This design comes from an exercise in tuning for small area, a short achievable clock period and few clock cycles on the open sky130 flow, not from production work. Function was checked by simulation only, so behaviour that the tests miss may differ from the original. Power and IR drop assume default switching activity.

## alpha
## swu_top
module swu_top #(
   parameter int IFM_WIDTH     = swu_pkg::DEF_IFM_WIDTH,
   parameter int IFM_HEIGHT    = swu_pkg::DEF_IFM_HEIGHT,
   parameter int IFM_CHANNELS  = swu_pkg::DEF_IFM_CHANNELS,
   parameter int KERNEL_HEIGHT = swu_pkg::DEF_KERNEL_HEIGHT,
   parameter int KERNEL_WIDTH  = swu_pkg::DEF_KERNEL_WIDTH,
   parameter int STRIDE_HT     = swu_pkg::DEF_STRIDE_HT,
   parameter int STRIDE_WT     = swu_pkg::DEF_STRIDE_WT
) (
   input  logic                aclk,
   input  logic                aresetn,
   input  swu_pkg::simd_word_t s_axis_tdata_i,
   input  logic                s_axis_tvalid_i,
   output logic                s_axis_tready_o,
   output swu_pkg::simd_word_t m_axis_tdata_o,
   output logic                m_axis_tvalid_o,
   input  logic                m_axis_tready_i
);
   localparam int RDEPTH = 56;    
   typedef struct packed {
      logic tready;
      logic free;
      logic need;
      logic e_take;
      logic b_take;
   } dec_t;
   typedef struct packed {
      logic e_ok;      
      logic b_ok;      
      logic in_done;   
   } flags_t;
   function automatic dec_t decide(input logic [6:0] cls, input logic [16:0] pos,
                                   input logic [4:0] phe, input logic [4:0] phb,
                                   input flags_t fl, input logic fok);
      logic row0, odd, even, first, drop, started, lock, bread, lockable;
  ...
Size in the first run: roughly 38 I/O pins, about 45,000 µm² of cells after synthesis.
make LEC_CHECK=0 ABC_CLOCK_PERIOD_IN_PS=2500 CAP_MARGIN=20 CORE_MARGIN=2 CORE_UTILIZATION=60 CTS_BUF_LIST=sky130_fd_sc_hd__clkbuf_8 CTS_CLUSTER_DIAMETER=50 CTS_CLUSTER_SIZE=20 SETUP_SLACK_MARGIN=4.3 SLEW_MARGIN=20 finish   # period 6.5 ns
run.sh (not shown) runs the stock make flow with config.mk's settings and CLKGATE_MAP_FILE= SYNTH_SCRIPT=/design/flow/synth_recipe.tcl, a recipe that flattens the netlist after the stock synthesis.
Having completed the whole flow, alpha delivered a layout that passed the timing, design-rule and antenna checks.
Testbench counts of alpha, summed over its fixed seeds: cycles 55,664.
What beta does differently from alpha at the input level:
Settings: CTS_BUF_LIST changed from sky130_fd_sc_hd__clkbuf_8 to sky130_fd_sc_hd__clkbuf_16; CTS_CLUSTER_SIZE changed from 20 to 32; CTS_CLUSTER_DIAMETER changed from 50 to 60.
[summary]
Against alpha, non-filler instance count after layout in beta fell slightly. Diff alpha..beta | clock skew | negligible. Per the comparison of beta with alpha, die area barely changed; post-route met1 wirelength picked up an extra 130 µm.
Input-level comparison between gamma and beta:
Settings: swapping 32 for 20 in CTS_CLUSTER_SIZE; swapping 60 for 72 in CORE_UTILIZATION; swapping sky130_fd_sc_hd__clkbuf_16 for sky130_fd_sc_hd__clkbuf_8 in CTS_BUF_LIST; swapping 60 for 50 in CTS_CLUSTER_DIAMETER.
[summary]
No stage failed in gamma, and the final checks on the layout all came back clean. The total number of placement rows reported for gamma is smaller than that of beta by 9. From beta to gamma the numbers moved as follows: wire length now larger; share of power burned in combinational logic rose 0.2 points; worst path setup slack after routing saw a decrease; layout buffer count excluding clock buffers higher; power decreased 4.8%. Share of power burned in the clock network: lower on gamma.

========
Setup of south:
swu_top again, from the RTL that the note above started with.
==> flow/config.mk <==
export PLATFORM = sky130hd
export DESIGN_NAME = swu_top
export DESIGN_NICKNAME = swu_top
export VERILOG_FILES = /design/flow/design.v
export SDC_FILE = /design/flow/constraint.sdc
export NUM_CORES = 4
export LEC_CHECK = 0
export ABC_CLOCK_PERIOD_IN_PS = 2500
export CAP_MARGIN = 20
export CORE_MARGIN = 2
export CORE_UTILIZATION = 72
export CTS_BUF_LIST = sky130_fd_sc_hd__clkbuf_16
export CTS_CLUSTER_DIAMETER = 60
export CTS_CLUSTER_SIZE = 32
export SETUP_SLACK_MARGIN = 4.3
export SLEW_MARGIN = 20
==> flow/constraint.sdc <==
create_clock -name core_clock -period 6.5 [get_ports {aclk}]
set_input_delay 1.3000 -clock core_clock [delete_from_list [all_inputs] [get_ports {aclk}]]
set_output_delay 1.3000 -clock core_clock [all_outputs]
set_load 0.01 [all_outputs]
south completed end to end with timing, DRC and antenna clean.
Testbench counts of south, summed over its fixed seeds: cycles 55,664.
## Diff of input files: middle against south
Settings: CTS_BUF_LIST: sky130_fd_sc_hd__clkbuf_16 -> sky130_fd_sc_hd__clkbuf_8 sky130_fd_sc_hd__clkbuf_16; CTS_CLUSTER_SIZE: 32 -> 20; CORE_UTILIZATION: 72 -> 60; CTS_CLUSTER_DIAMETER: 60 -> 50.
==> summary.txt <==
- Timing, DRC, antenna: 0 failures across south and middle
- | worst clock skew | south vs middle | ≈ equal |
- Comparing south and middle, the higher switching share of power was measured on south.
- Relative contribution of combinational cells to total power, south and middle, lower one = middle.
- Delta(fraction of area in non-clock buffers, middle - south) < 0
- [compare] base=south new=middle: top achievable clock speed dropped about 2.3%, cell count climbed 281.

========
Setup of P:
swu_top, a different RTL version from the one above (not shown whole).
For scale: roughly 3200 cells after synthesis, ~38 I/O pins, ~45000 sq um of cells after synthesis.
clock: 6.5 ns
lec_check: 0
abc_clock_period_in_ps: 2500
cap_margin: 20
core_margin: 2
core_utilization: 72
cts_buf_list: sky130_fd_sc_hd__clkbuf_16
cts_cluster_diameter: 60
cts_cluster_size: 32
setup_slack_margin: 4.1
slew_margin: 20
Testbench counts of P, summed over its fixed seeds: cycles 48,784.
What Q does differently from P at the input level:
Settings: CTS_CLUSTER_DIAMETER: 60 -> 45; CTS_CLUSTER_SIZE: 32 -> 40.
### Flow results
Q | stages: all done | timing, DRC, antenna: all pass. Diff P -> Q: final cell count up about 3.6%, clock-buffer cell count climbed 66. P → Q: total number of H-tree levels saw an increase; static leakage higher; violation count after the first detailed-routing iteration climbed 45. Clock power delta (Q − P): unfavourable. Clock latency at the later pin of the worst-skew pair (Q over P): increase, 0.09 ns. Comparing P against Q, there is no change at all in final antenna-violating net count. | worst hold slack | Q vs P | better |.
diff inputs: Q => R
Settings: changing ABC_CLOCK_PERIOD_IN_PS from 2500 to 4000; changing CTS_CLUSTER_SIZE from 40 to 32; changing CTS_CLUSTER_DIAMETER from 45 to 60.
--- outcome ---
Against Q, clock period minus final worst setup slack in R came out better.
Sort R and Q by sequential share of power, ascending, and Q comes first.
Relative to Q, number of global-route vias before repair has decreased by about 7% in R.

[afterwards: timing with drivers on the ports]
In the flow no input, the clock included, has a driving cell. The finished layouts below were timed again as built, in two steps.
Step 1: set_driving_cell puts a clkbuf_16 on aclk and a buf_2 on each other input, an assumption about the parent block.
Step 2 times the ports against the registers' clock, not the clock port: input delays grow and output delays shrink by t, the midpoint of the rising clock arrivals with the driver on.
a / b / c = ideal / step 1 / step 2; a / b = the first two.
run	t, ns	slack for setup (ns)	hold WS [ns]	worst setup path after step 2	cell pins on the clock port's net
alpha	0.839	3.897 / 3.832 / 3.513	0.314 / 0.314 / 0.314	input to register	1
beta	0.711	4.023 / 3.958 / 3.582	0.311 / 0.311 / 0.311	input to register	1
gamma	0.817	3.927 / 3.865 / 3.480	0.314 / 0.314 / 0.314	input to register	1
south	0.709	4.046 / 3.984 / 3.507	0.326 / 0.326 / 0.326	input to register	1
middle	0.762	3.989 / 3.922 / 3.589	0.313 / 0.313 / 0.313	input to register	1
P	0.706	4.046 / 3.984 / 3.501	0.297 / 0.297 / 0.297	input to register	1
Q	0.789	3.978 / 3.911 / 3.406	0.303 / 0.303 / 0.303	input to register	1
R	0.706	4.046 / 3.984 / 3.501	0.297 / 0.297 / 0.297	input to register	1
After both steps setup and hold are still met in every run listed. The setup slack of Q, which loses most, moves by -0.067 ns with the drivers and by -0.572 ns with both steps.
